This design comes from an exercise in tuning for small area, a short achievable clock period and few clock cycles on the open sky130 flow, not from production work. In this exercise RTL edits were held to simulation tests only and were not proved equivalent to the original. Power figures rest on the tool's default switching activity, not on a simulated workload.

===== run.sh =====
#!/bin/bash
# synth_recipe.tcl (not shown) runs the flow's synth.tcl, then flattens the netlist and writes it again
# the make line also repeats each setting of config.mk as NAME=value (left out here)
make -C /OpenROAD-flow-scripts/flow DESIGN_CONFIG=/design/flow/config.mk WORK_HOME=/design/flow/orfs CLKGATE_MAP_FILE= SYNTH_SCRIPT=/design/flow/synth_recipe.tcl finish

===== config.mk =====
export PLATFORM = sky130hd
export DESIGN_NAME = mips_mc_core_hs
export DESIGN_NICKNAME = mips_mc_core_hs
export VERILOG_FILES = /design/flow/design.v
export SDC_FILE = /design/flow/constraint.sdc
export NUM_CORES = 4
export LEC_CHECK = 0
export CAP_MARGIN = 20
export CORE_MARGIN = 2
export CORE_UTILIZATION = 25
export SLEW_MARGIN = 20

===== constraint.sdc =====
create_clock -name core_clock -period 6.0 [get_ports {clk}]
set_input_delay 1.2000 -clock core_clock [delete_from_list [all_inputs] [get_ports {clk}]]
set_output_delay 1.2000 -clock core_clock [all_outputs]
set_load 0.01 [all_outputs]

===== design.v =====
module mips_mc_core_hs #(
    parameter logic [31:0] RESET_PC    = 32'h0,
    parameter int          ADDR_W      = 16,
    parameter int          BUS_TIMEOUT = 255
) (
    input  logic              clk,
    input  logic              reset_n,
    output logic              mem_req,
    output logic              mem_we,
    output logic [ADDR_W-1:0] mem_addr,
    output logic [31:0]       mem_wdata,
    input  logic [31:0]       mem_rdata,
    input  logic              mem_ready,
    output logic              retire,
    output logic              halted,
    output logic              error,
    output logic [1:0]        err_code,
    output logic [31:0]       pc_dbg
);
    localparam int WC_W = (BUS_TIMEOUT > 0) ? $clog2(BUS_TIMEOUT + 1) : 1;
    localparam logic [5:0] OP_RTYPE = 6'b000000;
    localparam logic [5:0] OP_ADDI  = 6'b001000;
    localparam logic [5:0] OP_LW    = 6'b100011;
    localparam logic [5:0] OP_SW    = 6'b101011;
    localparam logic [5:0] OP_BEQ   = 6'b000100;
    localparam logic [5:0] OP_J     = 6'b000010;
    localparam logic [5:0] FN_ADD   = 6'b100000;
    localparam logic [5:0] FN_SUB   = 6'b100010;
    localparam logic [5:0] FN_AND   = 6'b100100;
    localparam logic [5:0] FN_OR    = 6'b100101;
    localparam logic [5:0] FN_SLT   = 6'b101010;
    localparam logic [5:0] FN_JR    = 6'b001000;
    localparam logic [5:0] FN_BRK   = 6'b001101;
    typedef enum logic [3:0] {
        S_FETCH, S_DECODE, S_EXEC_R, S_EXEC_I, S_WB_R, S_WB_I, S_MEM_ADDR, S_MEM_RD,
        S_MEM_WB, S_MEM_WR, S_BRANCH, S_JUMP, S_JR, S_HALT, S_ERR
    } state_t;
    state_t            state_reg;
    logic [31:0]       pc_reg, ir_reg, a_reg, b_reg, alu_out_reg, mdr_reg;
    logic [31:0]       regs_reg [0:31];
    logic [WC_W-1:0]   wait_cnt_reg;
    logic              halted_reg, halt_done_reg, error_reg;
    logic [1:0]        err_code_reg;
    logic [5:0]  op, fn;
    logic [4:0]  rs, rt, rd;
    logic [31:0] imm_sext, rs_val, rt_val, addr_sum, alu_r;
    logic        mem_busy, handshake, timeout;
    assign op       = ir_reg[31:26];
    assign rs       = ir_reg[25:21];
    assign rt       = ir_reg[20:16];
    assign rd       = ir_reg[15:11];
    assign fn       = ir_reg[5:0];
    assign imm_sext = {{16{ir_reg[15]}}, ir_reg[15:0]};
    assign rs_val   = (rs == 5'd0) ? 32'd0 : regs_reg[rs];
    assign rt_val   = (rt == 5'd0) ? 32'd0 : regs_reg[rt];
    assign addr_sum = a_reg + imm_sext;
    always_comb begin
        alu_r = 32'd0;
        case (fn)
            FN_ADD:  alu_r = a_reg + b_reg;
            FN_SUB:  alu_r = a_reg - b_reg;
            FN_AND:  alu_r = a_reg & b_reg;
            FN_OR:   alu_r = a_reg | b_reg;
            FN_SLT:  alu_r = {31'd0, $signed(a_reg) < $signed(b_reg)};
            default: alu_r = 32'd0;
        endcase
    end
    assign mem_busy  = (state_reg == S_FETCH) || (state_reg == S_MEM_RD) || (state_reg == S_MEM_WR);
    assign mem_req   = reset_n && mem_busy;
    assign mem_we    = reset_n && (state_reg == S_MEM_WR);
    assign mem_addr  = (state_reg == S_FETCH) ? pc_reg[ADDR_W-1:0] : alu_out_reg[ADDR_W-1:0];
    assign mem_wdata = b_reg;
    assign handshake = mem_req && mem_ready;
    assign timeout   = (BUS_TIMEOUT != 0) && mem_req && !mem_ready
                       && (wait_cnt_reg == WC_W'(BUS_TIMEOUT));
    assign retire = (state_reg == S_WB_R) || (state_reg == S_WB_I) || (state_reg == S_MEM_WB)
                 || (state_reg == S_BRANCH) || (state_reg == S_JUMP)
                 || ((state_reg == S_JR) && (a_reg[1:0] == 2'b00))
                 || ((state_reg == S_MEM_WR) && handshake)
                 || ((state_reg == S_HALT) && !halt_done_reg);
    assign halted   = halted_reg;
    assign error    = error_reg;
    assign err_code = err_code_reg;
    assign pc_dbg   = pc_reg;
    always_ff @(posedge clk or negedge reset_n) begin
        if (!reset_n) begin
            state_reg     <= S_FETCH;
            pc_reg        <= RESET_PC;
            ir_reg        <= '0;
            a_reg         <= '0;
            b_reg         <= '0;
            alu_out_reg   <= '0;
            mdr_reg       <= '0;
            wait_cnt_reg  <= '0;
            halted_reg    <= 1'b0;
            halt_done_reg <= 1'b0;
            error_reg     <= 1'b0;
            err_code_reg  <= 2'b00;
            for (int i = 0; i < 32; i++) regs_reg[i] <= '0;
        end else begin
            wait_cnt_reg <= (mem_req && !mem_ready) ? wait_cnt_reg + 1'b1 : '0;
            case (state_reg)
                S_FETCH: begin
                    if (handshake) begin
                        ir_reg    <= mem_rdata;
                        pc_reg    <= pc_reg + 32'd4;
                        state_reg <= S_DECODE;
                    end else if (timeout) begin
                        state_reg <= S_ERR; error_reg <= 1'b1; err_code_reg <= 2'b01;
                    end
                end
                S_DECODE: begin
                    a_reg       <= rs_val;
                    b_reg       <= rt_val;
                    alu_out_reg <= pc_reg + {imm_sext[29:0], 2'b00};
                    case (op)
                        OP_RTYPE: begin
                            case (fn)
                                FN_ADD, FN_SUB, FN_AND, FN_OR, FN_SLT: state_reg <= S_EXEC_R;
                                FN_JR:  state_reg <= S_JR;
                                FN_BRK: begin state_reg <= S_HALT; halted_reg <= 1'b1; end
                                default: begin
                                    state_reg <= S_ERR; error_reg <= 1'b1; err_code_reg <= 2'b10;
                                end
                            endcase
                        end
                        OP_ADDI:      state_reg <= S_EXEC_I;
                        OP_LW, OP_SW: state_reg <= S_MEM_ADDR;
                        OP_BEQ:       state_reg <= S_BRANCH;
                        OP_J:         state_reg <= S_JUMP;
                        default: begin
                            state_reg <= S_ERR; error_reg <= 1'b1; err_code_reg <= 2'b10;
                        end
                    endcase
                end
                S_EXEC_R: begin alu_out_reg <= alu_r;    state_reg <= S_WB_R; end
                S_EXEC_I: begin alu_out_reg <= addr_sum; state_reg <= S_WB_I; end
                S_WB_R: begin
                    if (rd != 5'd0) regs_reg[rd] <= alu_out_reg;
                    state_reg <= S_FETCH;
                end
                S_WB_I: begin
                    if (rt != 5'd0) regs_reg[rt] <= alu_out_reg;
                    state_reg <= S_FETCH;
                end
                S_MEM_ADDR: begin
                    alu_out_reg <= addr_sum;
                    if (addr_sum[1:0] != 2'b00) begin
                        state_reg <= S_ERR; error_reg <= 1'b1; err_code_reg <= 2'b11;
                    end else begin
                        state_reg <= (op == OP_LW) ? S_MEM_RD : S_MEM_WR;
                    end
                end
                S_MEM_RD: begin
                    if (handshake) begin
                        mdr_reg   <= mem_rdata;
                        state_reg <= S_MEM_WB;
                    end else if (timeout) begin
                        state_reg <= S_ERR; error_reg <= 1'b1; err_code_reg <= 2'b01;
                    end
                end
                S_MEM_WB: begin
                    if (rt != 5'd0) regs_reg[rt] <= mdr_reg;
                    state_reg <= S_FETCH;
                end
                S_MEM_WR: begin
                    if (handshake) begin
                        state_reg <= S_FETCH;
                    end else if (timeout) begin
                        state_reg <= S_ERR; error_reg <= 1'b1; err_code_reg <= 2'b01;
                    end
                end
                S_BRANCH: begin
                    if (a_reg == b_reg) pc_reg <= alu_out_reg;
                    state_reg <= S_FETCH;
                end
                S_JUMP: begin
                    pc_reg    <= {pc_reg[31:28], ir_reg[25:0], 2'b00};
                    state_reg <= S_FETCH;
                end
                S_JR: begin
                    if (a_reg[1:0] != 2'b00) begin
                        state_reg <= S_ERR; error_reg <= 1'b1; err_code_reg <= 2'b11;
                    end else begin
                        pc_reg    <= a_reg;
                        state_reg <= S_FETCH;
                    end
                end
                S_HALT:  halt_done_reg <= 1'b1;
                S_ERR:   state_reg <= S_ERR;
                default: state_reg <= S_ERR;
            endcase
        end
    end
endmodule

==> run notes <==
* Total grt overflow at 0
* Vias per inst at 6.234
* First-pass GRT wire length at 459.9 mm
* Min Tclk post-route at 4.802 ns
* Pins Over Slew Limit at 0
* Non-filler cells, final at 10,480
* DRC at 0
* Syn_area_per_cell at 9.035 um2
* Crit path max fanout at 20
* Crit path max-delay cell type: dfrtp_1
* Largest net degree at the start of global routing at 176
* Post-synth ARST share at 1.000
* Clk_skew at 0.04711 ns
* Nets at 7,200
* Reg2reg setup slack at 1.57 ns
* Area of the multi-input gates at 32,110 um2
* Most common cell after layout, fill and taps aside: dfrtp_1
* Post-layout util at 0.2953
* DR pass1 iterations at 11
* Comb pwr share at 0.012
* Placeable core region at 254,600 um2
* Starting density of the core at 0.2519
* Half-perimeter wire length after detailed placement at 201.8 mm
* Internal power at 13.30 mW
* Clk root buf: clkbuf_16
* Die ar. at 260,600 um2
* Endpoint arrival time on the critical path at 3.60 ns
* Final TNS setup at 0 ns
* Yosys reg bits at 1,201
* Most frequent cells in the layout: dfrtp_1, o21ai_0, nand2_1, a22oi_1, a21oi_1
* Switch Pwr at 3.982 mW
* Initial antenna violation count at 25
* Row Count at 185
* Outcome: finished clean
* FMAX at 208.2 MHz
* Kind of critical path: reg2out
* Routed WL at 327.4 mm
* GRT Resource Usage Total at 0.2428
* Design area at 75,180 um2
* Syn Inst Count at 7,099
* Max Cap Violations at 0
* Die Height at 510.5 um
* Setup crit start kind: flip-flop
* Yosys cell types at 91
* Cells along the critical path: nor2_1, nand2_1, o21ai_0, clkdlybuf4s50_1
* RSZ-0062 raised after global routing: no
* Register area share after synthesis at 0.4686
* Clock share of power at 0.519
* Pwr Density at 229.9 nW/um2
* Port buffer count at 121
* Max_slew headroom at 0.09084
* Clk latency of the worst-skew pair at 0.84 ns
* Reg-to-reg endpoint: pc_reg[8]
* Sw frac at 0.2304
* Post-synth top flop: dfrtp_1
* Worst r2r src: a_reg[18]
* Fill count at 26,490
* Post-Syn Area at 64,140 um2
* Area Growth Syn to Fin at 17.22%
* Placed cell count at 10,210
* Final Wtd Congestion at 0.9819
* Final hold vios at 0
* Post-CTS Setup Bufs at 0
* IO Pins at 122
* R2R depth at 12
* TritonCTS Buffers at 136
* Post-cts resize count at 0
* Clock Sinks at 1,201
* Synth Warn # at 2
* Total power at 17.28 mW
* Cell area after placement at 70,230 um2
* FF+latch area at 30,060 um2
* Pleak at 30.33 nW
* H-tree Lvls at 4
* Worst setup EP type: output port
* Max FFs per register at 992
* Share of cells above drive strength 1 at 0.1034
* Peak VDD IR at 0.2346 mV
* Number of enable flip-flop cells after synthesis at 0
* Flop pwr share at 0.469
* Synth Net Count at 7,311
* Vias in the first global route at 60,450
* ANT nets after route at 0
* Vias at 65,330
* Crit share post-route at 0.8003
* CTS Hold Bufs at 0
* Longest Clk Path Bufs at 3
* Clock-pin slew on the worst setup and hold paths at 0.06 ns
* WP data required at 4.80 ns
* Worst setup startpoint: state_reg[2]
* Max incr delay on CP at 0.62 ns
* CTS tree: done
* Slew @ Worst Pin at 1.361 ns
* Die W at 510.5 um
* Initial DRC count at 13,640
* Worst hold path class: in2async
* Routed WL per cell at 31.24 um
* Final setup vio count at 0
cell families (layout without fill, tap and decap cells):
family,count (synthesis),in the layout,synth area share
AOI/OAI and AO/OA,2787,2787,0.2869
xor gates and xnor gates,84,84,0.01147
adders and majority gates,177,177,0.03500
buffers and inverters,739,732,0.04549
DFF,1201,1201,0.4686
muxes,104,104,0.01748
other,0,22,0
and+or+nand+nor,2007,2007,0.1351
area by class of cell:
cell class,instances,share of cell area
antenna,22,0.0007323
clock buffer,188,0.05202
clock inverter,54,0.01110
inverter,113,0.005642
multi-input combinational,5159,0.4271
sequential,1201,0.3998
tap,3366,0.05602
timing repair buffer,377,0.04758
power groups by stage:
stage               clock network [mW]  logic (mW)  registers (mW)
global route                      9.34       0.239            8.09
global placement                     0       0.213            8.25
detailed placement                   0       0.217            8.25
floorplan                            0    0.000611            8.25
CTS                               8.99       0.218            8.10
finish                            8.98       0.210            8.10
per-layer routing:
layer,GRT usage,up-vias,share of wire
met3,0.1194,1781,0.16
li1,-,26090,-
met5,0.009320,-,0.0021
met1,0.3048,31510,0.37
met2,0.3359,5923,0.39
met4,0.1337,34,0.070
critical path, delay by kind of cell (launching register included):
family,cells,cell delay (ns)
flip-flops,1,0.62
AND/OR/NAND/NOR,2,1.17
AO/OA/AOI/OAI,1,0.40
buffers and inverters,1,0.60
metrics by stage:
step | worst slack, ns | hold slack (ns)
finish | 1.198 | 0.3192
global route | 1.022 | 0.3558
CTS | 1.235 | 0.3514
detailed placement | 1.644 | 0.4650
global placement | 1.732 | 0.4526
floorplan | 2.731 | 0.4436
Yosys cell counts, types with 17 or more instances:
| library cell | n | area share |
|---|---|---|
| o21a_1 | 19 | 0.0022 |
| o41ai_1 | 36 | 0.0049 |
| buf_2 | 95 | 0.0074 |
| xor2_1 | 30 | 0.0041 |
| nand2_1 | 1150 | 0.067 |
| o22ai_1 | 56 | 0.0055 |
| a211oi_1 | 30 | 0.0035 |
| inv_1 | 112 | 0.0066 |
| xnor2_1 | 54 | 0.0074 |
| a21o_1 | 38 | 0.0044 |
| dfrtp_1 | 1201 | 0.47 |
| ha_1 | 173 | 0.034 |
| o21bai_1 | 17 | 0.0020 |
| nor3_1 | 93 | 0.0073 |
| o21ai_0 | 1156 | 0.090 |
| or2_2 | 19 | 0.0019 |
| nand3_1 | 124 | 0.0097 |
| mux2i_1 | 40 | 0.0062 |
| o211ai_2 | 23 | 0.0045 |
| and3_1 | 21 | 0.0020 |
| a22oi_1 | 342 | 0.040 |
| mux2_2 | 64 | 0.011 |
| nand4_1 | 142 | 0.014 |
| buf_1 | 32 | 0.0019 |
| nand2b_1 | 39 | 0.0038 |
| a21oi_1 | 291 | 0.023 |
| a221oi_1 | 266 | 0.036 |
| o31ai_1 | 17 | 0.0020 |
| a222oi_1 | 95 | 0.015 |
| o211ai_1 | 21 | 0.0025 |
| a31oi_1 | 35 | 0.0034 |
| clkbuf_1 | 492 | 0.029 |
| a22o_1 | 257 | 0.035 |
| nor2b_1 | 20 | 0.0020 |
| nor2_1 | 327 | 0.019 |
worst max path at each step:
stage	to	slack [ns]	depth (start not counted)
after CTS	mem_addr[3]	1.24	4
after global routing	mem_addr[3]	1.02	4
after global placement	pc_reg[8]	1.73	12
after detailed placement	pc_reg[8]	1.64	12
after floorplan	alu_out_reg[31]	2.73	11
final	mem_addr[3]	1.20	4
Testbench counts, summed over its fixed seeds: cycles 187,645.

what the ideal ports hide:
No port has a modelled driver above. Below, the same layout with a new extraction and two added sets of constraints.
Step 1 (the two cells are an assumption about what drives the block):
set clk [get_ports {clk}]
set_driving_cell -lib_cell sky130_fd_sc_hd__clkbuf_16 $clk
set_driving_cell -lib_cell sky130_fd_sc_hd__buf_2 [delete_from_list [all_inputs] $clk]
Step 2, shift: input delay + t, output delay - t, t = (earliest + latest rising clock arrival at the registers) / 2. This alone moves slack from input paths to output paths.
Slacks: ideal / step 1 / step 2; pairs: ideal / step 1.
t (ns): 0.901
setup slack, ns: 1.198 / 1.109 / 1.565
hold slack, ns: 0.319 / 0.295 / 0.473
latest minus earliest clock arrival (ns): 0.047 / 0.048
worst register clock-pin slew, ns: 0.07 / 0.07
After both steps setup and hold are still met in this run. The setup slack of this run moves by -0.089 ns with the drivers and by +0.367 ns with both steps.
